From an optimization exercise on the open Yosys and OpenROAD flow, aimed at small area, a short achievable clock period and few clock cycles per item; shortcuts taken in it are not production practice. RTL that was checked went through simulation tests only; none was proved equivalent to the original. No functional check of the RTL was part of runs 1 and 4 to 6. No activity file was given, so power comes from the tool's default toggle rates.

### config.mk
export PLATFORM = sky130hd
export DESIGN_NAME = lru_key_value_cache
export DESIGN_NICKNAME = lru_key_value_cache
export VERILOG_FILES = /design/flow/design.v
export SDC_FILE = /design/flow/constraint.sdc
export NUM_CORES = 4
export LEC_CHECK = 0
export CAP_MARGIN = 20
export CORE_MARGIN = 2
export CORE_UTILIZATION = 60
export CTS_CLUSTER_DIAMETER = 60
export CTS_CLUSTER_SIZE = 24
export PLACE_DENSITY = 0.72
export SETUP_SLACK_MARGIN = 4.0
export SLEW_MARGIN = 20
### constraint.sdc
create_clock -name core_clock -period 6.5 [get_ports {clk}]
set_input_delay 1.3000 -clock core_clock [delete_from_list [all_inputs] [get_ports {clk}]]
set_output_delay 1.3000 -clock core_clock [all_outputs]
set_load 0.01 [all_outputs]
### design.v
`default_nettype none
package lkvc_pkg;
  localparam int MAX_ENTRIES_DEF = 16;
  localparam int KEY_W = 32;
  localparam int VAL_W = 32;
  localparam int CAP_W = 5;
  localparam logic [CAP_W-1:0] CAP_RESET = 5'd16;
  localparam logic OP_GET = 1'b0;
  localparam logic OP_PUT = 1'b1;
  localparam logic [VAL_W-1:0] MISS_VALUE = 32'hFFFF_FFFF;
  localparam logic [VAL_W-1:0] PUT_VALUE = 32'h0000_0000;
endpackage
`default_nettype wire
`default_nettype none
import lkvc_pkg::*;
module lru_key_value_cache #(
  parameter int MAX_ENTRIES = MAX_ENTRIES_DEF
) (
  input  wire                     clk,
  input  wire                     rst_n,
  input  wire                     start,
  output logic                    busy,
  input  wire                     in_opcode,
  input  wire  signed [KEY_W-1:0] in_key,
  input  wire  signed [VAL_W-1:0] in_value,
  output logic                    out_strobe,
  output logic                    out_hit,
  output logic signed [VAL_W-1:0] out_read_value,
  input  wire                     cfg_we,
  input  wire         [CAP_W-1:0] cfg_wdata
);
  localparam int N = MAX_ENTRIES;
  logic [CAP_W-1:0] cap_r;
  logic [N-1:0]     valid_r;      
  logic             full_r;
  logic             s1_vld_r;
  logic             s1_op_r;
  logic [KEY_W-1:0] s1_key_r;
  logic [VAL_W-1:0] s1_val_r;
  logic [N-1:0]     s1_eq_r;      
  logic             s1_same_r;    
  logic [N-1:0]     wr_prev_r;    
  logic             s2_vld_r;
  logic             s2_op_r;
  logic [KEY_W-1:0] s2_key_r;
  logic [VAL_W-1:0] s2_val_r;
  logic [N-1:0]     s2_match_r;   
  logic [N-1:0]     s2_rd_r;      
  logic             s2_found_r;   
  logic [KEY_W-1:0] key_r [N];
  logic [VAL_W-1:0] val_r [N];
  logic             newer_r [N][N];
  logic             res_vld_r;
  logic             res_hit_r;
  logic [VAL_W-1:0] res_val_r;
  assign busy = 1'b0;
  logic [N-1:0]     cap_sel;
  logic [VAL_W-1:0] rd_val;
  always_comb begin
    for (int i = 0; i < N; i++) begin
      cap_sel[i] = (cap_r == CAP_W'(i + 1)) || (i == 0 && cap_r == '0) ||
                   (i == N - 1 && cap_r > CAP_W'(N));
    end
    rd_val = '0;
    for (int i = 0; i < N; i++) begin
      rd_val = rd_val | (val_r[i] & {VAL_W{s2_rd_r[i]}});
    end
  end
  logic [N-1:0] victim_r;       
  logic [N-1:0] valid, free, miss_slot, slot, upd, wr;
  logic         s2_put, s2_wrote, s2_putmiss, do_ins;
  always_comb begin
    valid = valid_r;
    for (int i = 0; i < N; i++) begin
      free[i] = !valid_r[i] && ((i == 0) ? 1'b1 : valid_r[i-1]);
    end
    miss_slot = full_r ? victim_r : free;
    s2_put     = s2_op_r == OP_PUT;
    s2_wrote   = s2_vld_r && s2_put;
    s2_putmiss = s2_wrote && !s2_found_r;
    do_ins     = s2_putmiss && !full_r;
    slot = s2_found_r ? s2_match_r : miss_slot;
    upd  = slot & {N{s2_vld_r && (s2_found_r || s2_put)}};
    wr   = slot & {N{s2_wrote}};
  end
  logic [N-1:0] valid_nxt, second, victim_nxt;
  logic         newer_nxt [N][N];
  logic         full_nxt, victim_used;
  always_comb begin
    for (int i = 0; i < N; i++) begin
      for (int j = i + 1; j < N; j++) begin
        newer_nxt[i][j] = upd[i] || (newer_r[i][j] && !upd[j]);
      end
    end
    valid_nxt = do_ins ? {valid_r[N-2:0], 1'b1} : valid_r;
    full_nxt  = |(valid_nxt & cap_sel);
    for (int i = 0; i < N; i++) begin
      logic v;
      v = valid_r[i] && !victim_r[i];
      for (int j = 0; j < N; j++) begin
        if (j < i) begin
          v = v && (newer_r[j][i] || victim_r[j]);
        end else if (j > i) begin
          v = v && (!valid_r[j] || !newer_r[i][j] || victim_r[j]);
        end
      end
      second[i] = v;
    end
    victim_used = |(upd & victim_r);
    if (victim_used) begin
      victim_nxt = second | (victim_r & {N{!valid_r[1]}});
    end else begin
      victim_nxt = victim_r | (upd & {N{!valid_r[0]}});
    end
  end
  logic [N-1:0] s0_eq;
  logic         s0_same;
  always_comb begin
    for (int i = 0; i < N; i++) begin
      s0_eq[i] = key_r[i] == in_key;
    end
    s0_same = in_key == s2_key_r;
  end
  logic [N-1:0] s1_eq, s1_keep, s1_match, s1_match_fix;
  logic         s1_same, s1_found, s1_fwd;
  always_comb begin
    s1_eq = (s1_eq_r & ~wr_prev_r) | (wr_prev_r & {N{s1_same_r}});
    for (int i = 0; i < N; i++) begin
      s1_keep[i] = valid[i] && !(s2_putmiss && miss_slot[i]);
    end
    s1_match = s1_eq & s1_keep;
    s1_same  = (s1_key_r == s2_key_r);
    s1_fwd   = s2_wrote && s1_same;
    s1_found = s1_fwd || (|s1_match);
    s1_match_fix = s1_fwd ? slot : s1_match;
  end
  always_ff @(posedge clk) begin
    if (!rst_n) begin
      s1_vld_r  <= 1'b0;
      s2_vld_r  <= 1'b0;
      res_vld_r <= 1'b0;
      cap_r     <= CAP_RESET;
      valid_r   <= '0;
      full_r    <= 1'b0;
      victim_r  <= '0;
    end else begin
      s1_vld_r  <= start;
      s2_vld_r  <= s1_vld_r;
      res_vld_r <= s2_vld_r;
      if (cfg_we) begin
        cap_r <= cfg_wdata;
      end
      valid_r <= valid_nxt;
      full_r <= full_nxt;
      victim_r <= victim_nxt;
    end
  end
  always_ff @(posedge clk) begin
    s1_op_r    <= in_opcode;
    s1_key_r   <= in_key;
    s1_val_r   <= in_value;
    s1_eq_r    <= s0_eq;
    s1_same_r  <= s0_same;
    wr_prev_r  <= wr;
    s2_op_r    <= s1_op_r;
    s2_key_r   <= s1_key_r;
    s2_val_r   <= s1_val_r;
    s2_match_r <= s1_match_fix;
    s2_rd_r    <= s1_match_fix & {N{s1_op_r == OP_GET}};
    s2_found_r <= s1_found;
    for (int i = 0; i < N; i++) begin
      if (wr[i]) begin
        val_r[i] <= s2_val_r;
      end
      if (wr[i] && !s2_found_r) begin
        key_r[i] <= s2_key_r;
      end
      for (int j = i + 1; j < N; j++) begin
        newer_r[i][j] <= newer_nxt[i][j];
      end
    end
    res_hit_r <= s2_found_r;
    if (s2_put) begin
      res_val_r <= PUT_VALUE;
    end else if (s2_found_r) begin
      res_val_r <= rd_val;
    end else begin
      res_val_r <= MISS_VALUE;
    end
  end
  assign out_strobe     = res_vld_r;
  assign out_hit        = res_hit_r;
  assign out_read_value = res_val_r;
endmodule
`default_nettype wire
### flow/run.sh
#!/bin/bash
# Standard layout, with clock tree synthesis told not to add dummy loads and
# the port buffers started from the smallest buffer.
set -euo pipefail
export CTS_ARGS="-sink_clustering_enable -repair_clock_nets -dont_use_dummy_load -sink_clustering_size 24 -sink_clustering_max_diameter 60"
export BUFFER_PORTS_ARGS="-buffer_cell sky130_fd_sc_hd__buf_1"
bash standard.sh > standard.log 2>&1
### standard.sh
#!/bin/bash
# synth_recipe.tcl (not shown) runs the flow's synth.tcl, then flattens the netlist and writes it again
# the make line also repeats each setting of config.mk as NAME=value (left out here)
make -C /OpenROAD-flow-scripts/flow DESIGN_CONFIG=/design/flow/config.mk WORK_HOME=/design/flow/orfs CLKGATE_MAP_FILE= SYNTH_SCRIPT=/design/flow/synth_recipe.tcl "${@:-finish}"
==> results.tsv, run 1 <==
metric	value	unit
outcome	complete, no violations	
vias after detailed routing	32810	
Final Setup Violations	0	
post-synthesis register bit count	1414	
area added between synthesis and finish	10.3	%
fraction of final layout cells with drive strength greater than 1	0.116	
final routed DRC violation total	0	
sequential power share	0.632	
Routability Congestion	0.965	
part of the power in the clock network	0.329	
average detailed-routed wire length per instance	32.4	um
setup repair after global routing missed its margin	yes	
number of global-route vias before repair	32127	
Die Area	90600	sq um
maximum clock path buffer count	3	
ys async rst share	0	
synthesized net count	3655	
Mapped Cells	3581	
Synth cell types	64	
number of nets in the finished design	3824	
Fmax	0.384	GHz
clock-pin slew reported for the worst setup and hold paths after clock tree synthesis	90	ps
pin count of the biggest net entering global routing	37	
later-pin clock latency in the skew report	700	ps
ant diodes	0	
Total Negative Setup Slacks	0	ps
arrival time at the worst endpoint	3080	ps
horizontal extent of the die	301	um
Yosys warnings	5	
HPWL Detailed	87.0	mm
max-slew violation count	0	
clock sinks	1414	
initial standard-cell utilization of the core	0.608	
Die Ht	301	um
final worst path period need	2600	ps
worst setup path category	reg -> reg	
wire length of the first global-routing pass	225	mm
DRT iter0 DRCs	4810	
worst vdd rail ir drop	0.257	mV
kind of start point of the critical path	flop	
Max-cap violations	0	
Post-DRT Antenna Nets	0	
most frequent standard cell in the layout excluding fill and tap cells	sky130_fd_sc_hd__edfxtp_1	
crit end category	flop	
net switching power figure	3.30	mW
critical path required time	6980	ps
portion of the post-synthesis area used by sequential elements	0.728	
most frequently used flop master after synthesis	sky130_fd_sc_hd__edfxtp_1	
TritonCTS clock tree	built	
I/O pin total	109	
commonest non-fill, non-tap cells in the layout	1024 x sky130_fd_sc_hd__edfxtp_1, 572 x sky130_fd_sc_hd__xor2_1, 358 x sky130_fd_sc_hd__dfxtp_1, 327 x sky130_fd_sc_hd__nand2_1, 222 x sky130_fd_sc_hd__a22oi_1	
root buffer cell	sky130_fd_sc_hd__clkbuf_16	
EDFF count, synth	1024	
core footprint	87200	sq um
aggregate global routing overflow	0	
Hold Violations, Final	0	
Worst slew margin	0.229	
TritonRoute pass-1 iters	7	
critical path peak fanout	5	
Placement Rows	108	
number of antenna violations at the first check in global routing	1	
Net Sw Frac	0.211	
transition time at the pin with the least slew margin	1160	ps
Via-to-Cell Ratio	6.69	
count of buffers inserted at the top-level ports	107	
Util after Layout	0.670	
setup clock skew after layout	96.4	ps
H-tree level count	3	
mean instance size in the synthesized netlist	14.8	sq um
aggregate global-route resource usage	0.348	
reported leakage power	20.1	nW
number of buffers added by the clock tree synthesis step	88	
area of the mapped netlist	53000	sq um
Pwr Density	268	nW/um^2
final routed wirelength across all metal layers	159	mm
fin crit share	0.400	
worst min path class	reg -> reg	
combinational fraction of design power	0.039	
P_int	12.3	mW
power groups by stage:
stage / clock network, mW / logic (mW) / registers, mW
6_report: 5.13 / 0.616 / 9.87
5_1_grt: 5.47 / 0.635 / 9.88
4_1_cts: 5.17 / 0.593 / 9.87
3_5_place_dp: 0 / 0.576 / 10.1
3_3_place_gp: 0 / 0.565 / 10.1
2_1_floorplan: 0 / 0.293 / 10.0
area by class of cell:
cell class,instances,area (sq um)
fill,6005,28800
tap,1155,1450
clock buffer,88,2200
multi-input combinational,1973,14100
timing repair inverter,1,5.00
timing repair buffer,261,2000
sequential,1414,38600
inverter,11,48.8
per-layer routing:
| layer | up-vias | track usage | routed length (um) |
|---|---|---|---|
| met4 | 2 | 0.147 | 7840 |
| li1 | 13642 | - | - |
| met5 | - | 0 | 10 |
| met1 | 16465 | 0.467 | 57900 |
| met3 | 432 | 0.0528 | 16900 |
| met2 | 2269 | 0.573 | 76000 |
state kept, by name, indices dropped and copies added (netlist names), 32 cells and up:
signal     count
newer_r      120
res_val_r     32
val_r        512
s2_val_r      32
s1_key_r      32
s1_val_r      32
key_r        512
s2_key_r      32
critical path, cell delays in order, from the launching register on:
cell and delay, ps:
sky130_fd_sc_hd__dfxtp_1 330, sky130_fd_sc_hd__buf_12 130, sky130_fd_sc_hd__xnor2_1 140, sky130_fd_sc_hd__nand4_1 390, sky130_fd_sc_hd__or3_1 500, sky130_fd_sc_hd__nor3_2 180
sky130_fd_sc_hd__buf_6 170, sky130_fd_sc_hd__buf_12 130, sky130_fd_sc_hd__mux2_2 350, sky130_fd_sc_hd__nor2b_1 130
final timing paths:
check | from | end | slack [ps] | cells after the start
worst max register to register | s2_key_r[20] | s2_rd_r[12] | 3900 | 9
worst min register to register | s1_val_r[18] | s2_val_r[18] | 310 | 0
worst max-delay path | s2_key_r[20] | s2_rd_r[12] | 3900 | 9
worst min-delay path | s1_val_r[18] | s2_val_r[18] | 310 | 0
synthesized netlist by cell type, types with 4 or more instances:
master                     number  area [sq um]
sky130_fd_sc_hd__o22a_1         6          52.6
sky130_fd_sc_hd__mux2i_1       36           360
sky130_fd_sc_hd__a22oi_1      222          1670
sky130_fd_sc_hd__a221oi_2       4          60.1
sky130_fd_sc_hd__a41oi_1        5          43.8
sky130_fd_sc_hd__a31oi_1       34           213
sky130_fd_sc_hd__a211oi_1       5          37.5
sky130_fd_sc_hd__xnor2_1        4          35.0
sky130_fd_sc_hd__dfxtp_1      390          7810
sky130_fd_sc_hd__or4_1          7          52.6
sky130_fd_sc_hd__edfxtp_1    1024         30700
sky130_fd_sc_hd__a22o_1        11          96.3
sky130_fd_sc_hd__nor2_1       109           409
sky130_fd_sc_hd__o221ai_1      12           105
sky130_fd_sc_hd__a21bo_2        5          50.1
sky130_fd_sc_hd__a222oi_1      38           380
sky130_fd_sc_hd__o21a_1        15           113
sky130_fd_sc_hd__buf_1          6          22.5
sky130_fd_sc_hd__nand2_1      337          1260
sky130_fd_sc_hd__clkbuf_1     177           664
sky130_fd_sc_hd__and2_1         5          31.3
sky130_fd_sc_hd__o22ai_1       41           257
sky130_fd_sc_hd__nand3_1       42           210
sky130_fd_sc_hd__nor2b_1       66           413
sky130_fd_sc_hd__and3_1         5          31.3
sky130_fd_sc_hd__a21oi_1       22           110
sky130_fd_sc_hd__buf_6          5          56.3
sky130_fd_sc_hd__o211ai_1      12          90.1
sky130_fd_sc_hd__buf_2          4          20.0
sky130_fd_sc_hd__nand2b_1      13          81.3
sky130_fd_sc_hd__inv_1          9          33.8
sky130_fd_sc_hd__o21ai_0       16          80.1
sky130_fd_sc_hd__mux2_2        33           372
sky130_fd_sc_hd__nand4_1       82           513
sky130_fd_sc_hd__xor2_1       572          5010
sky130_fd_sc_hd__nor3_1         8          40.0
sky130_fd_sc_hd__nor4_1       149           932
sky130_fd_sc_hd__a221oi_1      11          96.3
what timing repair did:
action                     4_1_cts  5_1_grt
hold buffers                     0        0
buffers inserted                24        9
pin swaps                       16        8
setup endpoints to repair      894      365
gates resized for setup        100       69
gates cloned                    14        2
metrics by stage:
step	instances	worst slack [ps]	power [mW]	hold slack, ps	cell area [sq um]
6_report	4903	3900	15.6	308	58400
5_1_grt	4903	3860	16.0	299	58400
4_1_cts	4890	3860	15.6	298	58100
3_5_place_dp	4764	3240	10.6	312	55100
3_3_place_gp	4764	3150	10.6	310	55100
2_1_floorplan	3581	3440	10.3	310	53200
cell families (layout without fill, tap and decap cells):
logic type	Yosys count	after routing	synth area share
AO/OA/AOI/OAI	476	476	0.0687
XOR/XNOR	576	576	0.0953
buffers and inverters	205	361	0.0155
flip-flops	1414	1414	0.728
multiplexers	72	72	0.0151
other	1	1	0.0000708
AND/OR/NAND/NOR	837	848	0.0773
==> inputs of run 2 (changes only) <==
--- a/design.v
+++ b/design.v
@@ -45,7 +45,6 @@
   logic [KEY_W-1:0] s2_key_r;
   logic [VAL_W-1:0] s2_val_r;
   logic [N-1:0]     s2_match_r;   
-  logic [N-1:0]     s2_rd_r;      
   logic             s2_found_r;   
   logic [KEY_W-1:0] key_r [N];
   logic [VAL_W-1:0] val_r [N];
@@ -63,7 +62,7 @@
     end
     rd_val = '0;
     for (int i = 0; i < N; i++) begin
-      rd_val = rd_val | (val_r[i] & {VAL_W{s2_rd_r[i]}});
+      rd_val = rd_val | (val_r[i] & {VAL_W{s2_match_r[i]}});
     end
   end
   logic [N-1:0] victim_r;       
@@ -166,7 +165,6 @@
     s2_key_r   <= s1_key_r;
     s2_val_r   <= s1_val_r;
     s2_match_r <= s1_match_fix;
-    s2_rd_r    <= s1_match_fix & {N{s1_op_r == OP_GET}};
     s2_found_r <= s1_found;
     for (int i = 0; i < N; i++) begin
       if (wr[i]) begin
==> flow/run.sh (replaced) <==
#!/bin/bash
# Standard layout, with clock tree synthesis told not to add dummy loads and
# the port buffers started from the smallest buffer.
set -euo pipefail
export CTS_ARGS="-sink_clustering_enable -repair_clock_nets -dont_use_dummy_load -sink_clustering_size 20 -sink_clustering_max_diameter 50"
export BUFFER_PORTS_ARGS="-buffer_cell sky130_fd_sc_hd__buf_1"
bash standard.sh > standard.log 2>&1
--- a/config.mk
+++ b/config.mk
@@ -8,8 +8,8 @@
 export CAP_MARGIN = 20
 export CORE_MARGIN = 2
 export CORE_UTILIZATION = 60
-export CTS_CLUSTER_DIAMETER = 60
-export CTS_CLUSTER_SIZE = 24
+export CTS_CLUSTER_DIAMETER = 50
+export CTS_CLUSTER_SIZE = 20
 export PLACE_DENSITY = 0.72
 export SETUP_SLACK_MARGIN = 4.0
 export SLEW_MARGIN = 20
==> run 2 against run 1 <==
Effect of this change:
- area after synthesis down 0.59%
- hold slack better by 9.6 ps
- global-route usage up 0.37 points
- clock skew down 14 ps
- setup slack better by 99 ps
- cell count down 0.16%
- flip-flop and latch count down 16
- largest power group unchanged
==> results.tsv, run 2 <==
metric	value	unit	change
arrival time at the worst endpoint	3100	ps	+20 ps
Max-cap violations	0		unchanged
cell with the most instances after synthesis	sky130_fd_sc_hd__edfxtp_1		
final routed wirelength across all metal layers	158	mm	-0.33%
post-placement cell area	54700	sq um	-0.73%
biggest regs	key_r: 512 flops, val_r: 512 flops, newer_r: 120 flops		
number of buffers added by the clock tree synthesis step	117		+33%
final routed DRC violation total	0		unchanged
worst setup path category	in -> reg		
fin crit share	0.385		-0.0153
Commonest cells post-synth	1024 x sky130_fd_sc_hd__edfxtp_1, 563 x sky130_fd_sc_hd__xor2_1, 374 x sky130_fd_sc_hd__dfxtp_1, 319 x sky130_fd_sc_hd__nand2_1, 230 x sky130_fd_sc_hd__a22oi_1		
Util after Layout	0.673		+0.00305
ys async rst share	0		unchanged
maximum clock path buffer count	3		unchanged
outcome	complete, no violations		
later-pin clock latency in the skew report	720	ps	+20 ps
post-synthesis register bit count	1398		-1.1%
most frequently used flop master after synthesis	sky130_fd_sc_hd__edfxtp_1		
root buffer cell	sky130_fd_sc_hd__clkbuf_16		
setup clock skew after layout	82.2	ps	-14.2 ps
fraction of final layout cells with drive strength greater than 1	0.121		+0.00512
worst hold margin	318	ps	+9.65 ps
wire length of the first global-routing pass	226	mm	+0.59%
Routability Congestion	0.948		-1.8%
P_int	13.0	mW	+5.2%
net switching power figure	3.39	mW	+2.8%
Pwr Density	280	nW/um^2	+4.6%
Synth cell types	69		+7.8%
Fmax	0.400	GHz	+4.0%
sequence of cells on the critical path	clkdlybuf4s15_2, buf_4, xor2_1, nor4_1, nand4_1, nor2_1		
pin count of the biggest net entering global routing	40		+8.1%
Post-DRT Antenna Nets	0		unchanged
mean instance size in the synthesized netlist	14.7	sq um	-0.78%
initial standard-cell utilization of the core	0.606		-0.00170
portion of the post-synthesis area used by sequential elements	0.726		-0.00178
transition time at the pin with the least slew margin	1150	ps	-2.74 ps
Via-to-Cell Ratio	6.67		-0.25%
number of global-route vias before repair	32292		+0.51%
combinational fraction of design power	0.037		-0.002
average detailed-routed wire length per instance	32.3	um	-0.16%
count of hold buffers inserted by post-cts repair	0		unchanged
Yosys warnings	5		unchanged
worst vdd rail ir drop	0.339	mV	+32%
sequential power share	0.597		-0.035
area of the mapped netlist	52600	sq um	-0.59%
DRT iter0 DRCs	4603		-4.3%
setup repair after global routing missed its margin	yes		
Area contributors post-synth	sky130_fd_sc_hd__edfxtp_1 58%, sky130_fd_sc_hd__dfxtp_1 14%, sky130_fd_sc_hd__xor2_1 9.4%		
H-tree level count	3		unchanged
HPWL Detailed	89.2	mm	+2.6%
post-layout instance area	58500	sq um	+0.14%
Net Sw Frac	0.207		-0.00382
vias after detailed routing	32673		-0.42%
max-slew violation count	0		unchanged
reported leakage power	20.2	nW	+0.29%
Die Ht	300	um	-0.29%
Mapped Cells	3588		+0.20%
Die Area	90100	sq um	-0.58%
crit end category	flop		
clock-pin slew reported for the worst setup and hold paths after clock tree synthesis	70	ps	-20 ps
core footprint	86900	sq um	-0.31%
aggregate global routing overflow	0		unchanged
I/O pin total	109		unchanged
Hold Violations, Final	0		unchanged
share of the synthesized area in the top cell type	0.584		+0.00344
number of antenna violations at the first check in global routing	4		+3
Placement Rows	108		unchanged
count of buffers inserted at the top-level ports	107		unchanged
Post-Place Cells	4743		-0.44%
clock sinks	1398		-1.1%
TritonCTS clock tree	built		
TritonRoute pass-1 iters	6		-1
part of the power in the clock network	0.366		+0.037
most frequent standard cell in the layout excluding fill and tap cells	sky130_fd_sc_hd__edfxtp_1		
Final Setup Violations	0		unchanged
critical path required time	7090	ps	+110 ps
critical path peak fanout	10		+5
number of nets in the finished design	3814		-0.26%
Worst slew margin	0.231		+0.00183
kind of start point of the critical path	primary input		
worst min path class	reg -> reg		
aggregate global-route resource usage	0.352		+0.00370
area added between synthesis and finish	11.1	%	
final worst path period need	2500	ps	-99.3 ps
final cell count without fillers	4895		-0.16%
Total Negative Setup Slacks	0	ps	unchanged
EDFF count, synth	1024		unchanged
horizontal extent of the die	300	um	-0.29%
top cell type by total area after synthesis	sky130_fd_sc_hd__edfxtp_1		
worst stage delay on the critical path	490	ps	about the same
master of the slowest instance on the critical path	sky130_fd_sc_hd__clkdlybuf4s15_2		
synthesized net count	3662		+0.19%
commonest non-fill, non-tap cells in the layout	1024 x sky130_fd_sc_hd__edfxtp_1, 563 x sky130_fd_sc_hd__xor2_1, 338 x sky130_fd_sc_hd__dfxtp_1, 317 x sky130_fd_sc_hd__nand2_1, 229 x sky130_fd_sc_hd__a22oi_1		
[run 2: final cells by class]
type                    count  area, sq um
fillers                  5951        28400
diodes                      2         5.00
multi-input cells        1967        14000
flip-flops and latches   1398        38300
clock buffers             117         2930
repair buffers            245         1750
well taps                1155         1450
inverters                  11         55.1
[run 2: path summary, 6_finish.rpt]
path                                   start            to  slack [ps]  cells after the start
worst max-delay path               in_key[9]    s1_eq_r[5]        4000                      6
worst min-delay path            s1_val_r[27]  s2_val_r[27]         320                      0
worst max register to register    s2_found_r   victim_r[9]        4000                      9
worst min register to register  s1_val_r[27]  s2_val_r[27]         320                      0
[run 2: critical path, delay by kind of cell]
family | cells | cell delay (ps)
and+or+nand+nor | 3 | 830
buffers and inverters | 2 | 820
xor gates and xnor gates | 1 | 120
[run 2: stage by stage]
stage	power, mW	worst slack [ps]
global placement	10.5	2820
CTS	16.4	3920
global route	16.7	3950
floorplan	10.2	3570
detailed placement	10.5	2830
finish	16.4	4000
[run 2: power by group through the flow]
stage / combinational [mW] / clock, mW / sequential, mW
finish: 0.607 / 5.98 / 9.77
CTS: 0.589 / 6.01 / 9.76
detailed placement: 0.576 / 0 / 9.96
global placement: 0.563 / 0 / 9.95
floorplan: 0.293 / 0 / 9.95
global route: 0.630 / 6.34 / 9.78
[run 2: routing by layer]
metal | global-route usage | vias up | part of all wire
met2 | 0.569 | 2191 | 0.48
met4 | 0.170 | 2 | 0.054
met1 | 0.467 | 16384 | 0.36
li1 | - | 13637 | -
met5 | 0 | - | 0.000070
met3 | 0.0616 | 459 | 0.11
[run 2: logic make-up (layout without fill, tap and decap cells)]
| family | after synthesis | after routing | synth area share |
|---|---|---|---|
| AOI/OAI and AO/OA | 500 | 500 | 0.0718 |
| xor gates and xnor gates | 577 | 577 | 0.0960 |
| buffers and inverters | 228 | 373 | 0.0169 |
| DFF | 1398 | 1398 | 0.726 |
| muxes | 61 | 61 | 0.0121 |
| other | 1 | 3 | 0.0000712 |
| and+or+nand+nor | 823 | 828 | 0.0768 |
[run 2: timing repair]
action,in CTS,in global routing
pin swaps,16,8
gates resized for setup,107,57
cloned,8,0
buffers inserted,20,5
endpoints found under the setup margin,1220,165
Testbench counts of run 2, summed over its fixed seeds: cycles 16,048, items 16,000.
==> inputs of run 3 (changes only) <==
==> flow/run.sh (replaced) <==
#!/bin/bash
# Standard layout, with clock tree synthesis told not to add dummy loads and
# the port buffers started from the smallest buffer.
set -euo pipefail
export CTS_ARGS="-sink_clustering_enable -repair_clock_nets -dont_use_dummy_load -sink_clustering_size 16 -sink_clustering_max_diameter 45 -buf_list sky130_fd_sc_hd__clkbuf_8 -root_buf sky130_fd_sc_hd__clkbuf_16"
export BUFFER_PORTS_ARGS="-buffer_cell sky130_fd_sc_hd__buf_1"
bash standard.sh > standard.log 2>&1
--- a/config.mk
+++ b/config.mk
@@ -8,8 +8,8 @@
 export CAP_MARGIN = 20
 export CORE_MARGIN = 2
 export CORE_UTILIZATION = 60
-export CTS_CLUSTER_DIAMETER = 50
-export CTS_CLUSTER_SIZE = 20
+export CTS_CLUSTER_DIAMETER = 45
+export CTS_CLUSTER_SIZE = 16
 export PLACE_DENSITY = 0.72
 export SETUP_SLACK_MARGIN = 4.0
 export SLEW_MARGIN = 20
==> run 3 against run 2 <==
Effect of this change:
- still clean on timing, DRC and antenna
- area after synthesis is the same
- critical path depth shrank 5
- count of clock-buffer cells in the layout grew 21
- routed wire length grew 1.3%
- cell count grew 0.90%
- core utilization shrank 0.83 points
- die area is the same
- synthesized cell count is the same
- critical path type is now reg -> out
==> results.tsv, run 3 <==
metric	value	unit	change
synthesized net count	3662		unchanged
mean instance size in the synthesized netlist	14.7	sq um	unchanged
R2R cell count	4		-5
most frequently used flop master after synthesis	sky130_fd_sc_hd__edfxtp_1		
clock sinks	1398		unchanged
Synth cell types	69		unchanged
Placement Rows	108		unchanged
Die Ht	300	um	unchanged
Area contributors post-synth	sky130_fd_sc_hd__edfxtp_1 58%, sky130_fd_sc_hd__dfxtp_1 14%, sky130_fd_sc_hd__xor2_1 9.4%		
vias after detailed routing	32794		+0.37%
outcome	complete, no violations		
final routed DRC violation total	0		unchanged
critical hold path startpoint	s1_val_r[18]		
I/O pin total	109		unchanged
aggregate global routing overflow	0		unchanged
core footprint	86900	sq um	unchanged
startpoint of the most critical register-to-register path	valid_r[2]		
number of nets in the finished design	3856		+1.1%
post-synthesis register bit count	1398		unchanged
share of the synthesized area in the top cell type	0.584		unchanged
setup clock skew after layout	114	ps	+31.9 ps
biggest regs	key_r: 512 flops, val_r: 512 flops, newer_r: 120 flops		
final routed wirelength across all metal layers	160	mm	+1.3%
cell with the most instances after synthesis	sky130_fd_sc_hd__edfxtp_1		
TritonRoute pass-1 iters	6		unchanged
pin count of the biggest net entering global routing	40		unchanged
critical path required time	5200	ps	-1890 ps
root buffer cell	sky130_fd_sc_hd__clkbuf_16		
Worst slew margin	0.318		+0.0869
sequential power share	0.652		+0.055
number of filler instances in the final layout	6016		+1.1%
fraction of final layout cells with drive strength greater than 1	0.135		+0.0140
area added between synthesis and finish	9.71	%	
fin crit share	0.388		+0.00268
Pwr Density	259	nW/um^2	-7.3%
Final Setup Violations	0		unchanged
HPWL Detailed	89.2	mm	unchanged
combinational fraction of design power	0.041		+0.004
post-placement cell area	54700	sq um	unchanged
count of buffers inserted at the top-level ports	107		unchanged
kind of start point of the critical path	flop		
Net Sw Frac	0.217		+0.00949
EDFF count, synth	1024		unchanged
critical path peak fanout	1		-9
later-pin clock latency in the skew report	740	ps	+20 ps
area of the mapped netlist	52600	sq um	unchanged
number of global-route vias before repair	32248		-0.14%
Commonest cells post-synth	1024 x sky130_fd_sc_hd__edfxtp_1, 563 x sky130_fd_sc_hd__xor2_1, 374 x sky130_fd_sc_hd__dfxtp_1, 319 x sky130_fd_sc_hd__nand2_1, 230 x sky130_fd_sc_hd__a22oi_1		
FF-to-FF End	val_r[3][12]		
most frequent standard cell in the layout excluding fill and tap cells	sky130_fd_sc_hd__edfxtp_1		
minimum setup slack among reg-to-reg paths	4000	ps	about the same
number of antenna violations at the first check in global routing	4		unchanged
horizontal extent of the die	300	um	unchanged
maximum clock path buffer count	3		unchanged
worst setup path category	reg -> out		
max-slew violation count	0		unchanged
number of cells traversed by the worst hold path	0		unchanged
Post-DRT Antenna Nets	0		unchanged
Die Area	90100	sq um	unchanged
net switching power figure	3.25	mW	-4.2%
final worst path period need	2520	ps	+17.4 ps
Hold Violations, Final	0		unchanged
Yosys warnings	5		unchanged
clock-pin slew reported for the worst setup and hold paths after clock tree synthesis	90	ps	+20 ps
arrival time at the worst endpoint	1220	ps	-1880 ps
average detailed-routed wire length per instance	32.5	um	+0.44%
Via-to-Cell Ratio	6.64		-0.52%
sequence of cells on the critical path	buf_6		
Max-cap violations	0		unchanged
Routability Congestion	0.948		unchanged
worst vdd rail ir drop	0.225	mV	-34%
worst stage delay on the critical path	370	ps	-120 ps
Fmax	0.397	GHz	-0.69%
top cell type by total area after synthesis	sky130_fd_sc_hd__edfxtp_1		
H-tree level count	4		+1
master of the slowest instance on the critical path	sky130_fd_sc_hd__dfxtp_2		
post-layout instance area	57800	sq um	-1.2%
Mapped Cells	3588		unchanged
total buffers and inverters traversed by the critical path	1		-1
worst min path class	reg -> reg		
setup repair after global routing missed its margin	yes		
commonest non-fill, non-tap cells in the layout	1024 x sky130_fd_sc_hd__edfxtp_1, 563 x sky130_fd_sc_hd__xor2_1, 335 x sky130_fd_sc_hd__dfxtp_1, 316 x sky130_fd_sc_hd__nand2_1, 229 x sky130_fd_sc_hd__a22oi_1		
initial standard-cell utilization of the core	0.606		unchanged
wire length of the first global-routing pass	225	mm	-0.25%
crit end category	output port		
P_int	11.7	mW	-9.5%
aggregate global-route resource usage	0.353		+0.000667
Hold Path End	s2_val_r[18]		
DRT iter0 DRCs	4500		-2.2%
TritonCTS clock tree	built		
ys async rst share	0		unchanged
number of buffers added by the clock tree synthesis step	138		+18%
portion of the post-synthesis area used by sequential elements	0.726		unchanged
transition time at the pin with the least slew margin	1020	ps	-130 ps
Total Negative Setup Slacks	0	ps	unchanged
part of the power in the clock network	0.308		-0.058
reported leakage power	19.9	nW	-1.6%
count of hold buffers inserted by post-cts repair	0		unchanged
family with the most delay on the worst path	flip-flops		
run 3: logic make-up (layout without fill, tap and decap cells):
logic type / count (synthesis) / count (layout) / share of synthesized area
xor gates and xnor gates: 577 / 577 / 0.0960
buffers and inverters: 228 / 412 / 0.0169
DFF: 1398 / 1398 / 0.726
AOI/OAI and AO/OA: 500 / 500 / 0.0718
and+or+nand+nor: 823 / 831 / 0.0768
muxes: 61 / 61 / 0.0121
other: 1 / 5 / 0.0000712
run 3: what timing repair did:
item,CTS,global route
cloned,7,6
buffers inserted,15,26
gates resized for setup,127,65
hold endpoints to repair,0,0
endpoints found under the setup margin,1232,169
pin swaps,14,21
run 3: worst max-delay path by stage:
| stage | from | endpoint | slack, ps | cells after the start |
|---|---|---|---|---|
| after detailed placement | s2_found_r | victim_r[7] | 2830 | 5 |
| after global routing | valid_r[4] | victim_r[4] | 3900 | 6 |
| after floorplan | full_r | val_r[4][0] | 3570 | 5 |
| final | res_val_r[7] | out_read_value[7] | 3980 | 1 |
| after CTS | s2_found_r | key_r[4][5] | 3860 | 4 |
| after global placement | s2_op_r | s2_match_r[14] | 2820 | 5 |
run 3: final cells by class:
| cell class | instances | area, sq um | area share |
|---|---|---|---|
| sequential | 1398 | 38300 | 0.664 |
| multi-input combinational | 1970 | 14100 | 0.243 |
| timing repair buffer | 263 | 1950 | 0.0338 |
| clock buffer | 138 | 1910 | 0.0331 |
| tap | 1155 | 1450 | 0.0250 |
| inverter | 11 | 52.6 | 0.000910 |
| antenna | 4 | 10.0 | 0.000173 |
run 3: per-stage QoR:
stage | util | hold WS [ps] | setup slack (ps) | power, mW | instances
2_1_floorplan | - | 310 | 3570 | 10.2 | 3588
6_report | 0.665 | 304 | 3980 | 15.0 | 4939
5_1_grt | 0.665 | 312 | 3900 | 15.4 | 4935
4_1_cts | 0.658 | 305 | 3860 | 15.0 | 4903
3_3_place_gp | 0.629 | 310 | 2820 | 10.5 | 4740
3_5_place_dp | 0.630 | 313 | 2830 | 10.5 | 4743
run 3: metal layers:
| layer | GRT usage | part of all wire | vias up | wire, um |
|---|---|---|---|---|
| met3 | 0.0673 | 0.11 | 481 | 17200 |
| met5 | 0 | 0.000081 | - | 13 |
| met2 | 0.571 | 0.48 | 2224 | 76300 |
| met4 | 0.174 | 0.052 | 2 | 8290 |
| met1 | 0.462 | 0.37 | 16386 | 58500 |
| li1 | - | - | 13701 | - |
run 3: power groups by stage:
stage / Combinational, mW / Sequential, mW / Clock [mW]
floorplan: 0.293 / 9.95 / 0
global placement: 0.563 / 9.95 / 0
detailed placement: 0.576 / 9.96 / 0
CTS: 0.591 / 9.76 / 4.63
global route: 0.633 / 9.77 / 4.95
finish: 0.610 / 9.76 / 4.61
==> inputs of run 4 (changes only) <==
--- a/design.v
+++ b/design.v
@@ -168,10 +168,8 @@
     s2_found_r <= s1_found;
     for (int i = 0; i < N; i++) begin
       if (wr[i]) begin
+        key_r[i] <= s2_key_r;
         val_r[i] <= s2_val_r;
-      end
-      if (wr[i] && !s2_found_r) begin
-        key_r[i] <= s2_key_r;
       end
       for (int j = i + 1; j < N; j++) begin
         newer_r[i][j] <= newer_nxt[i][j];
==> run 4 against run 3 <==
Effect of this change:
- sequential share of layout area is 0.26 points lower
- cell count about the same
- critical endpoint is now s1_eq_r[11]
- maximum frequency decreased by 1.3%
==> results.tsv, run 4 <==
metric	value	unit	change
outcome	complete, no violations		
root buffer cell	sky130_fd_sc_hd__clkbuf_16		
master of the slowest instance on the critical path	sky130_fd_sc_hd__nor4_1		
area of the mapped netlist	52500	sq um	-0.22%
count of hold buffers inserted by post-cts repair	0		unchanged
setup clock skew after layout	86.9	ps	-27.1 ps
critical path peak fanout	10		+9
PnR worst setup slack	3950	ps	-32.1 ps
worst stage delay on the critical path	590	ps	+220 ps
worst vdd rail ir drop	0.239	mV	+6.3%
Die Area	89900	sq um	-0.21%
area added between synthesis and finish	10.4	%	
Final Setup Violations	0		unchanged
I/O pin total	109		unchanged
initial standard-cell utilization of the core	0.606		about the same
count of buffers inserted at the top-level ports	107		unchanged
later-pin clock latency in the skew report	730	ps	about the same
most frequent standard cell in the layout excluding fill and tap cells	sky130_fd_sc_hd__edfxtp_1		
share of the synthesized area in the top cell type	0.585		+0.00127
total buffers and inverters traversed by the critical path	2		+1
worst min path class	reg -> reg		
TritonCTS clock tree	built		
Synth cell types	62		-10%
DRT iter0 DRCs	4956		+10%
ys async rst share	0		unchanged
final routed wirelength across all metal layers	160	mm	-0.27%
Routability Congestion	0.943		-0.49%
number of nets in the finished design	3859		+0.078%
Fmax	0.392	GHz	-1.3%
Yosys warnings	5		unchanged
maximum clock path buffer count	3		unchanged
commonest non-fill, non-tap cells in the layout	1024 x sky130_fd_sc_hd__edfxtp_1, 545 x sky130_fd_sc_hd__xor2_1, 332 x sky130_fd_sc_hd__dfxtp_1, 312 x sky130_fd_sc_hd__nand2_1, 227 x sky130_fd_sc_hd__a22oi_1		
reported leakage power	19.8	nW	about the same
Die Ht	300	um	-0.11%
number of global-route vias before repair	31687		-1.7%
crit end category	flop		
max-slew violation count	0		unchanged
kind of start point of the critical path	primary input		
HPWL Detailed	89.3	mm	about the same
Hold Violations, Final	0		unchanged
sequence of cells on the critical path	buf_2, buf_4, xor2_1, nor4_1, nand4_1, nor2_1		
Max-cap violations	0		unchanged
worst setup path category	in -> reg		
clock-pin slew reported for the worst setup and hold paths after clock tree synthesis	70	ps	-20 ps
Mapped Cells	3586		-0.056%
critical path required time	7060	ps	+1860 ps
post-synthesis register bit count	1398		unchanged
Commonest cells post-synth	1024 x sky130_fd_sc_hd__edfxtp_1, 545 x sky130_fd_sc_hd__xor2_1, 374 x sky130_fd_sc_hd__dfxtp_1, 313 x sky130_fd_sc_hd__nand2_1, 227 x sky130_fd_sc_hd__a22oi_1		
core footprint	86800	sq um	-0.16%
portion of the post-synthesis area used by sequential elements	0.728		+0.00157
final routed DRC violation total	0		unchanged
final worst path period need	2550	ps	+32.1 ps
Area contributors post-synth	sky130_fd_sc_hd__edfxtp_1 59%, sky130_fd_sc_hd__dfxtp_1 14%, sky130_fd_sc_hd__xor2_1 9.1%		
Via-to-Cell Ratio	6.69		+0.79%
setup repair after global routing missed its margin	yes		
biggest regs	key_r: 512 flops, val_r: 512 flops, newer_r: 120 flops		
number of antenna violations at the first check in global routing	6		+2
number of buffers added by the clock tree synthesis step	140		+1.4%
vias after detailed routing	33072		+0.85%
pin count of the biggest net entering global routing	66		+65%
Pwr Density	259	nW/um^2	about the same
aggregate global routing overflow	0		unchanged
clock sinks	1398		unchanged
mean instance size in the synthesized netlist	14.6	sq um	-0.16%
synthesized net count	3660		-0.055%
TritonRoute pass-1 iters	8		+2
horizontal extent of the die	300	um	-0.11%
cell with the most instances after synthesis	sky130_fd_sc_hd__edfxtp_1		
top cell type by total area after synthesis	sky130_fd_sc_hd__edfxtp_1		
H-tree level count	4		unchanged
Total Negative Setup Slacks	0	ps	unchanged
transition time at the pin with the least slew margin	1030	ps	+1.79 ps
fraction of final layout cells with drive strength greater than 1	0.135		about the same
average detailed-routed wire length per instance	32.4	um	-0.33%
fin crit share	0.393		+0.00494
family with the most delay on the worst path	simple AND/OR/NAND/NOR gates		
post-placement worst setup slack	2760	ps	-68.6 ps
arrival time at the worst endpoint	3120	ps	+1900 ps
Post-DRT Antenna Nets	0		unchanged
most frequently used flop master after synthesis	sky130_fd_sc_hd__edfxtp_1		
Worst slew margin	0.315		-0.00260
minimum setup slack among reg-to-reg paths	3950	ps	-50 ps
EDFF count, synth	1024		unchanged
aggregate global-route resource usage	0.352		-0.000861
Placement Rows	108		unchanged
wire length of the first global-routing pass	225	mm	-0.28%
-- run 4: changes by cell type after synthesis, moves of 8 or more --
cell                       change
sky130_fd_sc_hd__a21o_1        -8
sky130_fd_sc_hd__o211ai_1     +12
sky130_fd_sc_hd__xor2_1       -18
sky130_fd_sc_hd__nand4_1       +9
sky130_fd_sc_hd__xnor2_1      +17
sky130_fd_sc_hd__o31ai_1       +9
sky130_fd_sc_hd__and2_1        -8
sky130_fd_sc_hd__mux2i_1      -10
sky130_fd_sc_hd__o21ai_0       +8
-- run 4: cell type report --
cell class | instances | area, sq um
Antenna cell | 4 | 10.0
Clock buffer | 140 | 1940
Fill cell | 6126 | 28800
Inverter | 10 | 41.3
Multi-Input combinational cell | 1956 | 13900
Sequential cell | 1398 | 38300
Tap cell | 1155 | 1450
Timing Repair Buffer | 279 | 2280
-- run 4: stage by stage --
step | utilization | power (mW) | hold WS, ps | std cells | area [sq um]
floorplan | - | 10.2 | 310 | 3586 | 52800
global placement | 0.629 | 10.5 | 310 | 4734 | 54600
detailed placement | 0.630 | 10.5 | 312 | 4738 | 54700
CTS | 0.662 | 15.0 | 330 | 4915 | 57400
global route | 0.668 | 15.4 | 334 | 4938 | 58000
finish | 0.669 | 15.0 | 328 | 4942 | 58000
-- run 4: power by group --
part	leakage, nW	switching (mW)	internal (mW)
logic	6.52	0.412	0.192
clock network	1.01	2.73	1.93
registers	12.3	0.125	9.65
total	19.8	3.27	11.8
-- run 4: path summary, 6_finish.rpt --
check / cells past startpoint / from / end
hold / removal: 0 / s1_val_r[23] / s2_val_r[23]
setup / recovery: 6 / in_key[7] / s1_eq_r[11]
hold reg to reg: 0 / s1_val_r[23] / s2_val_r[23]
setup reg to reg: 6 / victim_r[8] / victim_r[9]
-- run 4: logic make-up after synthesis --
family	synth area share
mux	0.00981
compound gates	0.0723
xor+xnor	0.0960
flops	0.728
other cells	0.0000714
simple gates	0.0763
buf+inv	0.0175
-- run 4: per-layer routing --
metal / up-vias / part of all wire / global-route usage
met4: 4 / 0.036 / 0.127
met3: 401 / 0.13 / 0.0889
met5: - / 0.00020 / 0
li1: 13694 / - / -
met1: 16579 / 0.38 / 0.502
met2: 2394 / 0.45 / 0.530
-- run 4: worst reg2reg max path: stages, from the launching register on --
cell                        delay, ps
sky130_fd_sc_hd__dfxtp_1          710
sky130_fd_sc_hd__o22ai_1          180
sky130_fd_sc_hd__or4_1            540
sky130_fd_sc_hd__a2111oi_1        590
sky130_fd_sc_hd__and2_0           250
sky130_fd_sc_hd__mux2i_1           80
sky130_fd_sc_hd__a21oi_1          130
-- run 4: what timing repair did --
action	CTS	global route
cloned	6	4
hold endpoints to repair	0	0
pin swaps	17	10
setup endpoints to repair	1242	105
buffers inserted	31	19
resized for setup	143	69
==> inputs of run 5 (changes only) <==
--- a/design.v
+++ b/design.v
@@ -105,7 +105,7 @@
       end
       second[i] = v;
     end
-    victim_used = |(upd & victim_r);
+    victim_used = s2_vld_r && (s2_found_r ? |(s2_match_r & victim_r) : (s2_put && full_r));
     if (victim_used) begin
       victim_nxt = second | (victim_r & {N{!valid_r[1]}});
     end else begin
@@ -168,8 +168,10 @@
     s2_found_r <= s1_found;
     for (int i = 0; i < N; i++) begin
       if (wr[i]) begin
+        val_r[i] <= s2_val_r;
+      end
+      if (wr[i] && !s2_found_r) begin
         key_r[i] <= s2_key_r;
-        val_r[i] <= s2_val_r;
       end
       for (int j = i + 1; j < N; j++) begin
         newer_r[i][j] <= newer_nxt[i][j];
==> run 5 against run 4 <==
Effect of this change:
- setup slack gained 35 ps
- count of clock-buffer cells in the layout shrank 5
- core utilization shrank 1.3 points
- global-route usage shrank 1.4 points
- non-clock buffer count shrank 53
- die area shrank 0.19%
- critical path depth shrank 1
- synthesized cell count shrank 0.75%
- area after synthesis shrank 0.19%
- combinational power shrank 3%
- clock skew shrank 7.4 ps
- largest cell class unchanged
- largest power group unchanged
==> results.tsv, run 5 <==
metric	value	unit	change
TritonCTS clock tree	built		
number of global-route vias before repair	31441		-0.78%
aggregate global routing overflow	0		unchanged
post-synthesis register bit count	1398		unchanged
endpoint of the most critical setup path	key_r[6][25]		
mean instance size in the synthesized netlist	14.7	sq um	+0.57%
family with the most delay on the worst path	simple AND/OR/NAND/NOR gates		
Fmax	0.397	GHz	+1.4%
root buffer cell	sky130_fd_sc_hd__clkbuf_16		
Critical Path Source	s2_op_r		
horizontal extent of the die	300	um	about the same
number of cells traversed by the worst hold path	0		unchanged
ys async rst share	0		unchanged
R2R cell count	5		-1
Mapped Cells	3559		-0.75%
number of antenna violations at the first check in global routing	4		-2
EDFF count, synth	1024		unchanged
Post-DRT Antenna Nets	0		unchanged
H-tree level count	4		unchanged
highest routed metal layer	met5		
Final Setup Violations	0		unchanged
later-pin clock latency in the skew report	710	ps	-20 ps
worst setup path category	reg -> reg		
top cell type by total area after synthesis	sky130_fd_sc_hd__edfxtp_1		
maximum clock path buffer count	3		unchanged
pin count of the biggest net entering global routing	38		-42%
critical path required time	6800	ps	-260 ps
area added between synthesis and finish	8.30	%	
initial standard-cell utilization of the core	0.605		about the same
startpoint of the most critical register-to-register path	s2_op_r		
Total Negative Setup Slacks	0	ps	unchanged
TritonRoute pass-1 iters	6		-2
critical path peak fanout	36		+26
minimum setup slack among reg-to-reg paths	3980	ps	+40 ps
count of buffers inserted at the top-level ports	107		unchanged
fraction of final layout cells with drive strength greater than 1	0.109		-0.0254
count of cell instances traversed by the critical path	5		-1
Hold Violations, Final	0		unchanged
average detailed-routed wire length per instance	31.6	um	-2.2%
number of buffers added by the clock tree synthesis step	135		-3.6%
count of hold buffers inserted by post-cts repair	0		unchanged
detailed route wirelength on metal3	17.3	mm	-19%
share of the synthesized area in the top cell type	0.586		+0.00112
arrival time at the worst endpoint	2820	ps	-300 ps
crit end category	flop		
Routability Congestion	0.938		-0.58%
master of the slowest instance on the critical path	sky130_fd_sc_hd__nor2_4		
Synth cell types	64		+3.2%
Die Area	89800	sq um	-0.19%
wire length the detailed router placed on met1	55.2	mm	-9.7%
aggregate global-route resource usage	0.338		-0.0143
Pwr Density	262	nW/um^2	+1.1%
vias after detailed routing	32155		-2.8%
clock-pin slew reported for the worst setup and hold paths after clock tree synthesis	70	ps	about the same
final worst path period need	2520	ps	-35.2 ps
worst hold margin	328	ps	+0.439 ps
final routed wirelength across all metal layers	154	mm	-3.7%
sequence of cells on the critical path	buf_12, nand2_2, or2_1, buf_4, nor2_4		
cell with the most instances after synthesis	sky130_fd_sc_hd__edfxtp_1		
transition time at the pin with the least slew margin	1130	ps	+105 ps
Via-to-Cell Ratio	6.61		-1.3%
I/O pin total	109		unchanged
clock sinks	1398		unchanged
Max-cap violations	0		unchanged
synthesized net count	3633		-0.74%
kind of start point of the critical path	flop		
setup repair after global routing missed its margin	yes		
worst min path class	reg -> reg		
final routed DRC violation total	0		unchanged
Die Ht	300	um	about the same
biggest regs	key_r: 512 flops, val_r: 512 flops, newer_r: 120 flops		
FF-to-FF End	key_r[6][25]		
fin crit share	0.387		-0.00542
Placement Rows	108		unchanged
portion of the post-synthesis area used by sequential elements	0.729		+0.00139
area of the mapped netlist	52400	sq um	-0.19%
HPWL Detailed	82.2	mm	-8.0%
Yosys warnings	5		unchanged
commonest non-fill, non-tap cells in the layout	1024 x sky130_fd_sc_hd__edfxtp_1, 545 x sky130_fd_sc_hd__xor2_1, 346 x sky130_fd_sc_hd__dfxtp_1, 316 x sky130_fd_sc_hd__nand2_1, 233 x sky130_fd_sc_hd__a22oi_1		
max-slew violation count	0		unchanged
number of nets in the finished design	3788		-1.8%
Worst slew margin	0.246		-0.0687
total buffers and inverters traversed by the critical path	2		unchanged
setup clock skew after layout	79.5	ps	-7.40 ps
most frequent standard cell in the layout excluding fill and tap cells	sky130_fd_sc_hd__edfxtp_1		
outcome	complete, no violations		
reported leakage power	19.2	nW	-3.4%
worst vdd rail ir drop	0.235	mV	-1.7%
Commonest cells post-synth	1024 x sky130_fd_sc_hd__edfxtp_1, 545 x sky130_fd_sc_hd__xor2_1, 374 x sky130_fd_sc_hd__dfxtp_1, 321 x sky130_fd_sc_hd__nand2_1, 233 x sky130_fd_sc_hd__a22oi_1		
wire length of the first global-routing pass	215	mm	-4.1%
most frequently used flop master after synthesis	sky130_fd_sc_hd__edfxtp_1		
Util after Layout	0.656		-0.0131
Area contributors post-synth	sky130_fd_sc_hd__edfxtp_1 59%, sky130_fd_sc_hd__dfxtp_1 14%, sky130_fd_sc_hd__xor2_1 9.1%		
core footprint	86600	sq um	-0.16%
DRT iter0 DRCs	4962		+0.12%
met2 layer wire length in the routed design	74.2	mm	+4.0%
worst stage delay on the critical path	860	ps	+270 ps
run 5: cell count changes in the layout (fill, tap and decap cells not counted), sizes merged, moves of 9 or more:
cell / change
o31ai: -12
o211ai: -18
buf: -54
nor3: -9
o22ai: +11
nand2b: -16
nor2b: +11
run 5: metal layers:
metal  track usage  vias to the layer above
met4         0.141                        2
met1         0.447                    15984
met2         0.559                     2249
met5             0                        -
met3        0.0563                      426
li1              -                    13494
run 5: how the worst min path moves through the flow:
stage                  from      endpoint  slack (ps)
4_1_cts         s1_val_r[6]   s2_val_r[6]         330
6_report        s1_val_r[6]   s2_val_r[6]         330
2_1_floorplan       s1_op_r       s2_op_r         310
3_5_place_dp   s1_val_r[16]  s2_val_r[16]         310
5_1_grt             s1_op_r       s2_op_r         340
3_3_place_gp   s1_val_r[17]  s2_val_r[17]         310
run 5: area by class of cell:
cell class              count  area [sq um]
clock buffers             135          1870
multi-input cells        1940         13600
flip-flops and latches   1398         38300
diodes                      1          2.50
fillers                  6112         29800
well taps                1155          1450
repair buffers            226          1540
inverters                  13          48.8
run 5: power by group:
group / internal [mW] / leakage [nW] / switching [mW]
registers: 9.64 / 12.3 / 0.110
logic: 0.172 / 5.89 / 0.415
clock network: 1.87 / 0.976 / 2.68
run 5: cells by family (layout without fill, tap and decap cells):
family,after synthesis,in the layout,share of synthesized area
compound gates,492,492,0.0695
xor+xnor,576,576,0.0962
buf+inv,229,374,0.0184
flops,1398,1398,0.729
mux,60,60,0.0121
other cells,1,2,0.0000715
simple gates,803,811,0.0744
run 5: what timing repair did:
| action | CTS | global route |
|---|---|---|
| cloned | 3 | 5 |
| endpoints found under the setup margin | 1203 | 660 |
| setup buffers | 1 | 5 |
| gates resized for setup | 85 | 38 |
| pin swaps | 11 | 9 |
run 5: through the flow:
| stage | power, mW | worst slack [ps] | instance area [sq um] | instances |
|---|---|---|---|---|
| 3_3_place_gp | 10.5 | 3090 | 54400 | 4717 |
| 4_1_cts | 14.9 | 3820 | 56600 | 4856 |
| 2_1_floorplan | 10.2 | 3520 | 52500 | 3559 |
| 5_1_grt | 15.3 | 3920 | 56800 | 4867 |
| 6_report | 14.9 | 3980 | 56800 | 4868 |
| 3_5_place_dp | 10.5 | 3140 | 54400 | 4717 |
run 5: worst reg2reg max path, cell delays in order (launching register included):
cell	delay [ps]
sky130_fd_sc_hd__dfxtp_2	360
sky130_fd_sc_hd__buf_12	270
sky130_fd_sc_hd__nand2_2	110
sky130_fd_sc_hd__or2_1	210
sky130_fd_sc_hd__buf_4	260
sky130_fd_sc_hd__nor2_4	870
==> inputs of run 6 (changes only) <==
--- a/design.v
+++ b/design.v
@@ -109,7 +109,7 @@
     if (victim_used) begin
       victim_nxt = second | (victim_r & {N{!valid_r[1]}});
     end else begin
-      victim_nxt = victim_r | (upd & {N{!valid_r[0]}});
+      victim_nxt = victim_r | N'(do_ins && !valid_r[0]);
     end
   end
   logic [N-1:0] s0_eq;
==> run 6 against run 5 <==
Effect of this change:
- synthesized cell count is 1.3% lower
- setup slack improved by 14 ps
- via count up 0.31%
- hold slack lost 18 ps
- clock skew is 19 ps higher
- critical path depth rose by 3
- count of clock-buffer cells in the layout grew 2
- critical endpoint is now s2_match_r[1]
- power is 0.52% higher
- die area about the same
==> results.tsv, run 6 <==
metric	value	unit	change
outcome	complete, no violations		
post-placement cell area	54400	sq um	about the same
ys async rst share	0		unchanged
master of the slowest instance on the critical path	sky130_fd_sc_hd__nand4_1		
initial standard-cell utilization of the core	0.605		about the same
final routed DRC violation total	0		unchanged
Die Ht	300	um	about the same
count of hold buffers inserted by post-cts repair	0		unchanged
Post-DRT Antenna Nets	0		unchanged
kind of start point of the critical path	flop		
total buffers and inverters traversed by the critical path	3		+1
HPWL Detailed	85.5	mm	+4.0%
critical path peak fanout	18		-50%
synthesized net count	3588		-1.2%
most numerous cell on the critical path	sky130_fd_sc_hd__buf_12		
pin count of the biggest net entering global routing	42		+11%
Via-to-Cell Ratio	6.67		+0.93%
fraction of final layout cells with drive strength greater than 1	0.115		+0.00602
Worst slew margin	0.246		-0.000312
vias after detailed routing	32254		+0.31%
Total Negative Setup Slacks	0	ps	unchanged
Synth cell types	67		+4.7%
aggregate global routing overflow	0		unchanged
top cell type by total area after synthesis	sky130_fd_sc_hd__edfxtp_1		
wire length of the first global-routing pass	222	mm	+2.9%
Yosys warnings	5		unchanged
number of filler instances in the final layout	6048		-1.0%
setup clock skew after layout	98.3	ps	+18.8 ps
global-route layer with the greatest usage	met2		
count of cell instances traversed by the critical path	8		+3
number of cells traversed by the worst hold path	0		unchanged
worst vdd rail ir drop	0.249	mV	+6.3%
sequence of cells on the critical path	buf_12, xor2_1, nor4_2, nand4_1, nor3_4, buf_12, buf_12, mux2i_1		
Placement Rows	108		unchanged
biggest regs	key_r: 512 flops, val_r: 512 flops, newer_r: 120 flops		
Max-cap violations	0		unchanged
aggregate global-route resource usage	0.348		+0.00996
average detailed-routed wire length per instance	32.3	um	+2.3%
critical path required time	7060	ps	+260 ps
area added between synthesis and finish	8.54	%	
mean instance size in the synthesized netlist	14.9	sq um	+1.2%
Commonest cells post-synth	1024 x sky130_fd_sc_hd__edfxtp_1, 575 x sky130_fd_sc_hd__xor2_1, 374 x sky130_fd_sc_hd__dfxtp_1, 296 x sky130_fd_sc_hd__nand2_1, 225 x sky130_fd_sc_hd__a22oi_1		
cell with the most instances after synthesis	sky130_fd_sc_hd__edfxtp_1		
worst hold margin	310	ps	-18.5 ps
later-pin clock latency in the skew report	720	ps	about the same
reported leakage power	19.4	nW	+1.3%
horizontal extent of the die	300	um	about the same
DRT iter0 DRCs	4748		-4.3%
maximum clock path buffer count	3		unchanged
clock sinks	1398		unchanged
crit end category	flop		
H-tree level count	4		unchanged
TritonCTS clock tree	built		
Area contributors post-synth	sky130_fd_sc_hd__edfxtp_1 59%, sky130_fd_sc_hd__dfxtp_1 14%, sky130_fd_sc_hd__xor2_1 9.6%		
number of buffers added by the clock tree synthesis step	137		+1.5%
worst stage delay on the critical path	460	ps	-400 ps
ant diodes	0		-1
share of the synthesized area in the top cell type	0.587		about the same
I/O pin total	109		unchanged
Routability Congestion	0.916		-2.3%
clock-pin slew reported for the worst setup and hold paths after clock tree synthesis	90	ps	+20 ps
commonest non-fill, non-tap cells in the layout	1024 x sky130_fd_sc_hd__edfxtp_1, 575 x sky130_fd_sc_hd__xor2_1, 345 x sky130_fd_sc_hd__dfxtp_1, 295 x sky130_fd_sc_hd__nand2_1, 225 x sky130_fd_sc_hd__a22oi_1		
final routed wirelength across all metal layers	156	mm	+1.6%
GR Layer Usage met2	0.574		+0.0152
Hold Violations, Final	0		unchanged
number of antenna violations at the first check in global routing	3		-1
Die Area	89700	sq um	about the same
worst setup path category	reg -> reg		
count of buffers inserted at the top-level ports	107		unchanged
portion of the post-synthesis area used by sequential elements	0.730		about the same
worst min path class	reg -> reg		
fin crit share	0.385		-0.00223
final worst path period need	2500	ps	-14.5 ps
met3 usage	0.0624		+0.00609
EDFF count, synth	1024		unchanged
number of nets in the finished design	3759		-0.77%
area of the mapped netlist	52400	sq um	about the same
arrival time at the worst endpoint	3070	ps	+250 ps
root buffer cell	sky130_fd_sc_hd__clkbuf_16		
setup repair after global routing missed its margin	yes		
post-synthesis register bit count	1398		unchanged
Fmax	0.400	GHz	+0.58%
family with the most delay on the worst path	simple AND/OR/NAND/NOR gates		
Pwr Density	263	nW/um^2	+0.37%
TritonRoute pass-1 iters	8		+2
most frequently used flop master after synthesis	sky130_fd_sc_hd__edfxtp_1		
transition time at the pin with the least slew margin	1130	ps	+0.468 ps
met1 usage in global routing	0.451		+0.00392
R2R cell count	8		+3
Final Setup Violations	0		unchanged
post-layout instance area	56900	sq um	+0.15%
core footprint	86600	sq um	unchanged
Util after Layout	0.656		+0.000982
max-slew violation count	0		unchanged
number of global-route vias before repair	31935		+1.6%
Mapped Cells	3514		-1.3%
most frequent standard cell in the layout excluding fill and tap cells	sky130_fd_sc_hd__edfxtp_1		
[run 6: changes by cell type in the layout (fill, tap and decap cells not counted), sizes merged, moves of 13 or more]
cell and change:
nor2 -20, xor2 +30, and3b +13, nand2 -25
xnor2 -30, nor2b -25, a21o +14
[run 6: power by group]
group / switching, mW / leakage, nW / total [mW] / internal [mW]
Sequential: 0.110 / 12.3 / 9.76 / 9.65
Clock: 2.71 / 0.990 / 4.60 / 1.89
Combinational: 0.428 / 6.13 / 0.604 / 0.176
Total: 3.25 / 19.4 / 15.0 / 11.7
[run 6: cells by family (layout without fill, tap and decap cells)]
kind of cell    Yosys count  in the layout  synth area share
simple gates            783            784            0.0754
buf+inv                 221            389            0.0185
compound gates          485            485            0.0696
other cells               1              1         0.0000716
flops                  1398           1398             0.730
xor+xnor                576            576            0.0963
mux                      50             50            0.0104
[run 6: layout make-up]
| cell class | instances | area, sq um | share of cell area |
|---|---|---|---|
| Timing Repair Buffer | 239 | 1710 | 0.0301 |
| Sequential cell | 1398 | 38300 | 0.673 |
| Timing Repair inverter | 1 | 5.00 | 0.0000880 |
| Multi-Input combinational cell | 1896 | 13500 | 0.237 |
| Tap cell | 1155 | 1450 | 0.0254 |
| Clock buffer | 137 | 1900 | 0.0334 |
| Inverter | 12 | 48.8 | 0.000858 |
[run 6: final timing paths]
check | endpoint | startpoint | slack [ps]
max | s2_match_r[1] | s2_key_r[18] | 4000
min | s2_val_r[4] | s1_val_r[4] | 310
min reg2reg | s2_val_r[4] | s1_val_r[4] | 310
max reg2reg | s2_match_r[1] | s2_key_r[18] | 4000
[run 6: what timing repair did]
item                                   in CTS  in global routing
pin swaps                                   8                  5
gates resized for setup                    91                 37
buffers inserted                            7                  5
endpoints found under the hold margin       0                  0
gates cloned                                2                  2
setup endpoints to repair                1134                471
[run 6: through the flow]
step                      worst slack [ps]  total power, mW  cells
after floorplan                       3700             10.2   3514
after global placement                3130             10.5   4685
after detailed placement              3060             10.5   4685
after CTS                             3810             15.0   4831
after global routing                  3970             15.3   4838
final                                 4000             15.0   4838
[run 6: layer usage]
layer  vias to the layer above  routed length (um)
met4                         0                7560
met5                         -                   0
met1                     16089               56600
met3                       454               16500
met2                      2320               75900
li1                      13391                   -
==> inputs of run 7 (changes only) <==
--- a/design.v
+++ b/design.v
@@ -46,6 +46,7 @@
   logic [VAL_W-1:0] s2_val_r;
   logic [N-1:0]     s2_match_r;   
   logic             s2_found_r;   
+  logic             s2_pm_r;      
   logic [KEY_W-1:0] key_r [N];
   logic [VAL_W-1:0] val_r [N];
   logic             newer_r [N][N];
@@ -76,7 +77,7 @@
     miss_slot = full_r ? victim_r : free;
     s2_put     = s2_op_r == OP_PUT;
     s2_wrote   = s2_vld_r && s2_put;
-    s2_putmiss = s2_wrote && !s2_found_r;
+    s2_putmiss = s2_pm_r;
     do_ins     = s2_putmiss && !full_r;
     slot = s2_found_r ? s2_match_r : miss_slot;
     upd  = slot & {N{s2_vld_r && (s2_found_r || s2_put)}};
@@ -137,6 +138,7 @@
     if (!rst_n) begin
       s1_vld_r  <= 1'b0;
       s2_vld_r  <= 1'b0;
+      s2_pm_r   <= 1'b0;
       res_vld_r <= 1'b0;
       cap_r     <= CAP_RESET;
       valid_r   <= '0;
@@ -145,6 +147,7 @@
     end else begin
       s1_vld_r  <= start;
       s2_vld_r  <= s1_vld_r;
+      s2_pm_r   <= s1_vld_r && (s1_op_r == OP_PUT) && !s1_found;
       res_vld_r <= s2_vld_r;
       if (cfg_we) begin
         cap_r <= cfg_wdata;
@@ -170,7 +173,7 @@
       if (wr[i]) begin
         val_r[i] <= s2_val_r;
       end
-      if (wr[i] && !s2_found_r) begin
+      if (miss_slot[i] && s2_putmiss) begin
         key_r[i] <= s2_key_r;
       end
       for (int j = i + 1; j < N; j++) begin
==> run 7 against run 6 <==
Effect of this change:
- core utilization fell by 0.59 points
- clock skew fell by 17 ps
- critical path depth fell by 2
- synthesized cell count rose by 0.17%
- count of clock-buffer cells in the layout fell by 1
- largest power group unchanged
- cell count fell by 0.48%
- setup slack got worse by 30 ps
- area after synthesis fell by 0.39%
- largest cell class unchanged
==> results.tsv, run 7 <==
metric	value	unit	change
kind of start point of the critical path	primary input		
met1 usage in global routing	0.438		-0.0127
Post-Place Cells	4672		-0.28%
later-pin clock latency in the skew report	710	ps	about the same
Final Setup Violations	0		unchanged
cell with the most instances after synthesis	sky130_fd_sc_hd__edfxtp_1		
family with the most delay on the worst path	simple AND/OR/NAND/NOR gates		
area added between synthesis and finish	7.82	%	
I/O pin total	109		unchanged
Mapped Cells	3520		+0.17%
sequential power share	0.660		+0.008
HPWL Detailed	84.6	mm	-1.0%
Commonest cells post-synth	1024 x sky130_fd_sc_hd__edfxtp_1, 545 x sky130_fd_sc_hd__xor2_1, 375 x sky130_fd_sc_hd__dfxtp_1, 339 x sky130_fd_sc_hd__nand2_1, 234 x sky130_fd_sc_hd__a22oi_1		
final worst path period need	2530	ps	+30.0 ps
commonest non-fill, non-tap cells in the layout	1024 x sky130_fd_sc_hd__edfxtp_1, 545 x sky130_fd_sc_hd__xor2_1, 337 x sky130_fd_sc_hd__nand2_1, 330 x sky130_fd_sc_hd__dfxtp_1, 234 x sky130_fd_sc_hd__a22oi_1		
FF-to-FF End	val_r[6][18]		
wire length of the first global-routing pass	210	mm	-5.3%
biggest regs	key_r: 512 flops, val_r: 512 flops, newer_r: 120 flops		
top cell type by total area after synthesis	sky130_fd_sc_hd__edfxtp_1		
fraction of final layout cells with drive strength greater than 1	0.107		-0.00802
aggregate global routing overflow	0		unchanged
number of nets in the finished design	3736		-0.61%
final routed wirelength across all metal layers	146	mm	-6.9%
Total Negative Setup Slacks	0	ps	unchanged
combinational fraction of design power	0.034		-0.006
worst hold margin	319	ps	+9.08 ps
Max-cap violations	0		unchanged
outcome	complete, no violations		
final routed DRC violation total	0		unchanged
Hold Violations, Final	0		unchanged
setup clock skew after layout	81.6	ps	-16.7 ps
worst setup path category	in -> reg		
mean instance size in the synthesized netlist	14.8	sq um	-0.56%
TritonCTS clock tree	built		
[run 7: cell count changes in the layout (fill, tap and decap cells not counted), sizes merged, moves of 13 or more]
cell	change
nand2	+43
o21ai	+34
xnor2	+30
xor2	-30
nand4	+23
buf	-22
nor2	-21
nor2b	+19
a21oi	-14
nand3	+14
a21o	-13
and3b	-13
nand2b	+13
[run 7: logic make-up (layout without fill, tap and decap cells)]
family | Yosys count | count (layout) | share of synthesized area
DFF | 1399 | 1399 | 0.733
and+or+nand+nor | 815 | 815 | 0.0764
xor gates and xnor gates | 576 | 576 | 0.0967
AOI/OAI and AO/OA | 464 | 464 | 0.0658
buffers and inverters | 211 | 351 | 0.0174
muxes | 54 | 54 | 0.0107
other | 1 | 1 | 0.0000719
[run 7: layout make-up]
| class | count | area [sq um] | area share |
|---|---|---|---|
| Sequential cell | 1399 | 38300 | 0.681 |
| Clock buffer | 136 | 1880 | 0.0335 |
| Tap cell | 1155 | 1450 | 0.0257 |
| Timing Repair Buffer | 213 | 1350 | 0.0240 |
| Inverter | 2 | 7.51 | 0.000133 |
| Multi-Input combinational cell | 1910 | 13200 | 0.235 |
[run 7: per-layer routing]
layer / vias up / routed length (um)
li1: 13275 / -
met1: 15505 / 55800
met2: 1827 / 71200
met3: 314 / 13000
met4: 4 / 5640
met5: - / 22
[run 7: power by group through the flow]
stage / logic (mW) / registers [mW] / clock network (mW)
global placement: 0.481 / 9.98 / 0
finish: 0.509 / 9.79 / 4.55
global route: 0.538 / 9.81 / 4.92
detailed placement: 0.488 / 9.99 / 0
floorplan: 0.285 / 9.95 / 0
CTS: 0.496 / 9.79 / 4.60
[run 7: worst max-delay path by stage]
stage,start,end,depth (start not counted),slack (ps)
global placement,s2_op_r,s2_match_r[14],5,2710
CTS,res_val_r[15],out_read_value[15],1,3960
finish,in_key[1],s1_eq_r[14],6,3970
floorplan,s2_op_r,val_r[10][0],4,3720
detailed placement,s2_op_r,val_r[4][15],3,3020
global route,res_val_r[15],out_read_value[15],1,3970
[run 7: what timing repair did]
action	in CTS	in global routing
endpoints found under the setup margin	734	83
resized for setup	75	23
pin swaps	4	1
setup buffers	5	2
[run 7: metrics by stage]
stage                     setup WS (ps)  cell area (sq um)
after floorplan                    3720              52200
after global placement             2710              54000
after detailed placement           3020              54100
after CTS                          3960              56200
after global routing               3970              56300
final                              3970              56300
Testbench counts of run 7, summed over its fixed seeds: cycles 16,048, items 16,000.

Check on run 7: ideal ports give 3.967 ns setup slack; a clkbuf_16 on the clock port and buf_2 on the inputs give 3.937 ns; moving port delays by the midpoint clock arrival (0.736 ns) as well gives 3.273 ns.
